What follows belongs to an exercise in optimizing a design on an open flow for small area and a short achievable clock period; a production flow would make more cautious choices. Only simulation tests tie the RTL to the original design; equivalence was not proved. Power and IR drop assume default switching activity. The clock port is modelled as an ideal driver; clocking choices that lean on that would not hold on a real chip.

main:
## mem_wb_stage
module mem_wb_stage #(
    parameter int ADDR_W = 6,
    parameter int DATA_W = 32
) (
    input  logic              clk,
    input  logic              reset,
    input  logic              stall,
    input  logic [DATA_W-1:0] alu_result_in,
    input  logic [DATA_W-1:0] write_data_in,
    input  logic [4:0]        write_reg_in,
    input  logic              mem_read_in,
    input  logic              mem_write_in,
    input  logic              mem_to_reg_in,
    input  logic              reg_write_in,
    output logic [DATA_W-1:0] wb_data_out,
    output logic [4:0]        wb_reg_out,
    output logic              wb_regwrite_out,
    output logic              mem_fault_out,
    output logic              init_busy_out
);
For scale: about 3800 cells after synthesis, ~120 I/O pins.
Settings: LEC_CHECK=0, CAP_MARGIN=20, CORE_MARGIN=2, CORE_UTILIZATION=40, PLACE_DENSITY=0.6, SETUP_SLACK_MARGIN=1.2, SLEW_MARGIN=20, SYNTH_HIERARCHICAL=1; clock period 4.0 ns.
standard.sh (not shown) runs the stock make flow with config.mk's settings and CLKGATE_MAP_FILE= SYNTH_SCRIPT=/design/flow/synth_recipe.tcl, a recipe that flattens the netlist after the stock synthesis.
==> flow/flow/run.sh <==
#!/bin/bash
# Standard layout with a few ORFS knobs changed:
#  - ports are buffered with plain buffers (not delay cells), and timing repair may resize
#    across cell footprints, so input/output buffers on critical paths can be upsized;
#  - the floorplan-stage repair loop is skipped (the netlist has no ABC buffers to remove);
#  - CTS does not add dummy loads.
# The make output goes to std_flow.log here; each ORFS step logs under orfs/logs/.
set -euo pipefail
bash standard.sh \
  REMOVE_ABC_BUFFERS=1 \
  MATCH_CELL_FOOTPRINT=0 \
  "BUFFER_PORTS_ARGS=-buffer_cell sky130_fd_sc_hd__buf_2" \
  "CTS_ARGS=-sink_clustering_enable -repair_clock_nets -dont_use_dummy_load" \
  finish > std_flow.log 2>&1
### main -> the feature branch
# main
export LEC_CHECK = 0
export CAP_MARGIN = 20
export CORE_MARGIN = 2
export CORE_UTILIZATION = 40
export PLACE_DENSITY = 0.6
export SETUP_SLACK_MARGIN = 1.2
export SLEW_MARGIN = 20
export SYNTH_HIERARCHICAL = 1
create_clock -name core_clock -period 4.0 [get_ports {clk}]
# the feature branch
export LEC_CHECK = 0
export CAP_MARGIN = 20
export CORE_MARGIN = 2
export CORE_UTILIZATION = 40
export PLACE_DENSITY = 0.6
export SETUP_SLACK_MARGIN = 1.8
export SLEW_MARGIN = 20
export SYNTH_HIERARCHICAL = 1
create_clock -name core_clock -period 4.0 [get_ports {clk}]
==> comparison <==
Looking only at area growth from synthesis to layout, and setting everything else aside, the lower value of the feature branch and main goes to main. met3 routed wirelength on the feature branch is up relative to main. The setup slack of the feature branch is larger than that of main. The feature branch against main: total routing resource utilization after global routing increased 3.9 points, number of failing hold endpoints at the final stage did not really move, worst-case headroom to the max-slew limit has increased, count of multi-input combinational gates shows an increase of about 1.2%. Taking main as the reference, in the feature branch highest clock frequency the design can meet grew by 4.1%, cell count after placement barely changed, power rose by about 1%.

* * *

Another version of the RTL of mem_wb_stage (not shown whole).
For scale: roughly 2100 flip-flops, about 120 I/O pins.
Settings: LEC_CHECK=0, CAP_MARGIN=20, CORE_MARGIN=2, CORE_UTILIZATION=56, PLACE_DENSITY=0.75, SETUP_SLACK_MARGIN=1.9, SLEW_MARGIN=20, SYNTH_HIERARCHICAL=1, TNS_END_PERCENT=5; clock period 4.0 ns.
==> flow/flow/run.sh <==
#!/bin/bash
# Standard layout with a few ORFS knobs changed:
#  - ports are buffered with plain buffers (not delay cells), and timing repair may resize
#    across cell footprints, so input/output buffers on critical paths can be upsized;
#  - the floorplan-stage repair loop is skipped (the netlist has no ABC buffers to remove);
#  - CTS does not add dummy loads and clusters up to 25 sinks within 70 um per leaf buffer.
# The make output goes to std_flow.log here; each ORFS step logs under orfs/logs/.
set -euo pipefail
bash standard.sh \
  REMOVE_ABC_BUFFERS=1 \
  MATCH_CELL_FOOTPRINT=0 \
  "BUFFER_PORTS_ARGS=-buffer_cell sky130_fd_sc_hd__buf_2" \
  "CTS_ARGS=-sink_clustering_enable -repair_clock_nets -dont_use_dummy_load -sink_clustering_size 25 -sink_clustering_max_diameter 70" \
  finish > std_flow.log 2>&1
Edit:
--- a/flow/flow/run.sh
+++ b/flow/flow/run.sh
@@ -6 +6 @@
-#  - CTS does not add dummy loads and clusters up to 25 sinks within 70 um per leaf buffer.
+#  - CTS does not add dummy loads and clusters up to 30 sinks within 80 um per leaf buffer.
@@ -13 +13 @@
-  "CTS_ARGS=-sink_clustering_enable -repair_clock_nets -dont_use_dummy_load -sink_clustering_size 25 -sink_clustering_max_diameter 70" \
+  "CTS_ARGS=-sink_clustering_enable -repair_clock_nets -dont_use_dummy_load -sink_clustering_size 30 -sink_clustering_max_diameter 80" \
--- a/flow/config.mk
+++ b/flow/config.mk
@@ -10,2 +10,2 @@
-export CORE_UTILIZATION = 56
-export PLACE_DENSITY = 0.75
+export CORE_UTILIZATION = 50
+export PLACE_DENSITY = 0.7
What happened: Worst setup slack gets worse by 0.11 ns; cell area fell by 1.8%; final cell count rose by 3.1%.

-- separate check: timing with driven ports --
In the flow no input, the clock included, has a driving cell. The finished layouts below were timed again as built, in two steps. Step 1 assumes that a clkbuf_16 drives the clock port and a buf_2 every other input. Step 2 times the ports against the registers' clock, not the clock port: input delays grow and output delays shrink by t, the midpoint of the rising clock arrivals with the driver on. Three values: ideal ports, drivers, drivers and shift; two values: the first two.
run	t (ns)	setup WS [ns]	hold WS [ns]	worst setup path after step 2	worst data-port slew with drivers (ns)
main	0.884	1.366 / 1.283 / 0.458	0.231 / 0.171 / 0.459	input to register	0.13
the feature branch	0.898	1.469 / 1.527 / 0.629	0.226 / 0.164 / 0.458	input to register	0.14
the first run of note 2	0.815	1.736 / 1.555 / 0.740	0.281 / 0.235 / 0.503	input to register	0.31
the second run of note 2	0.791	1.624 / 1.633 / 0.872	0.313 / 0.258 / 0.498	input to register	0.21
After both steps every run listed still meets setup and hold. For the first run of note 2, which loses most, drivers alone change the setup slack by -0.181 ns; drivers and shift together by -0.996 ns.
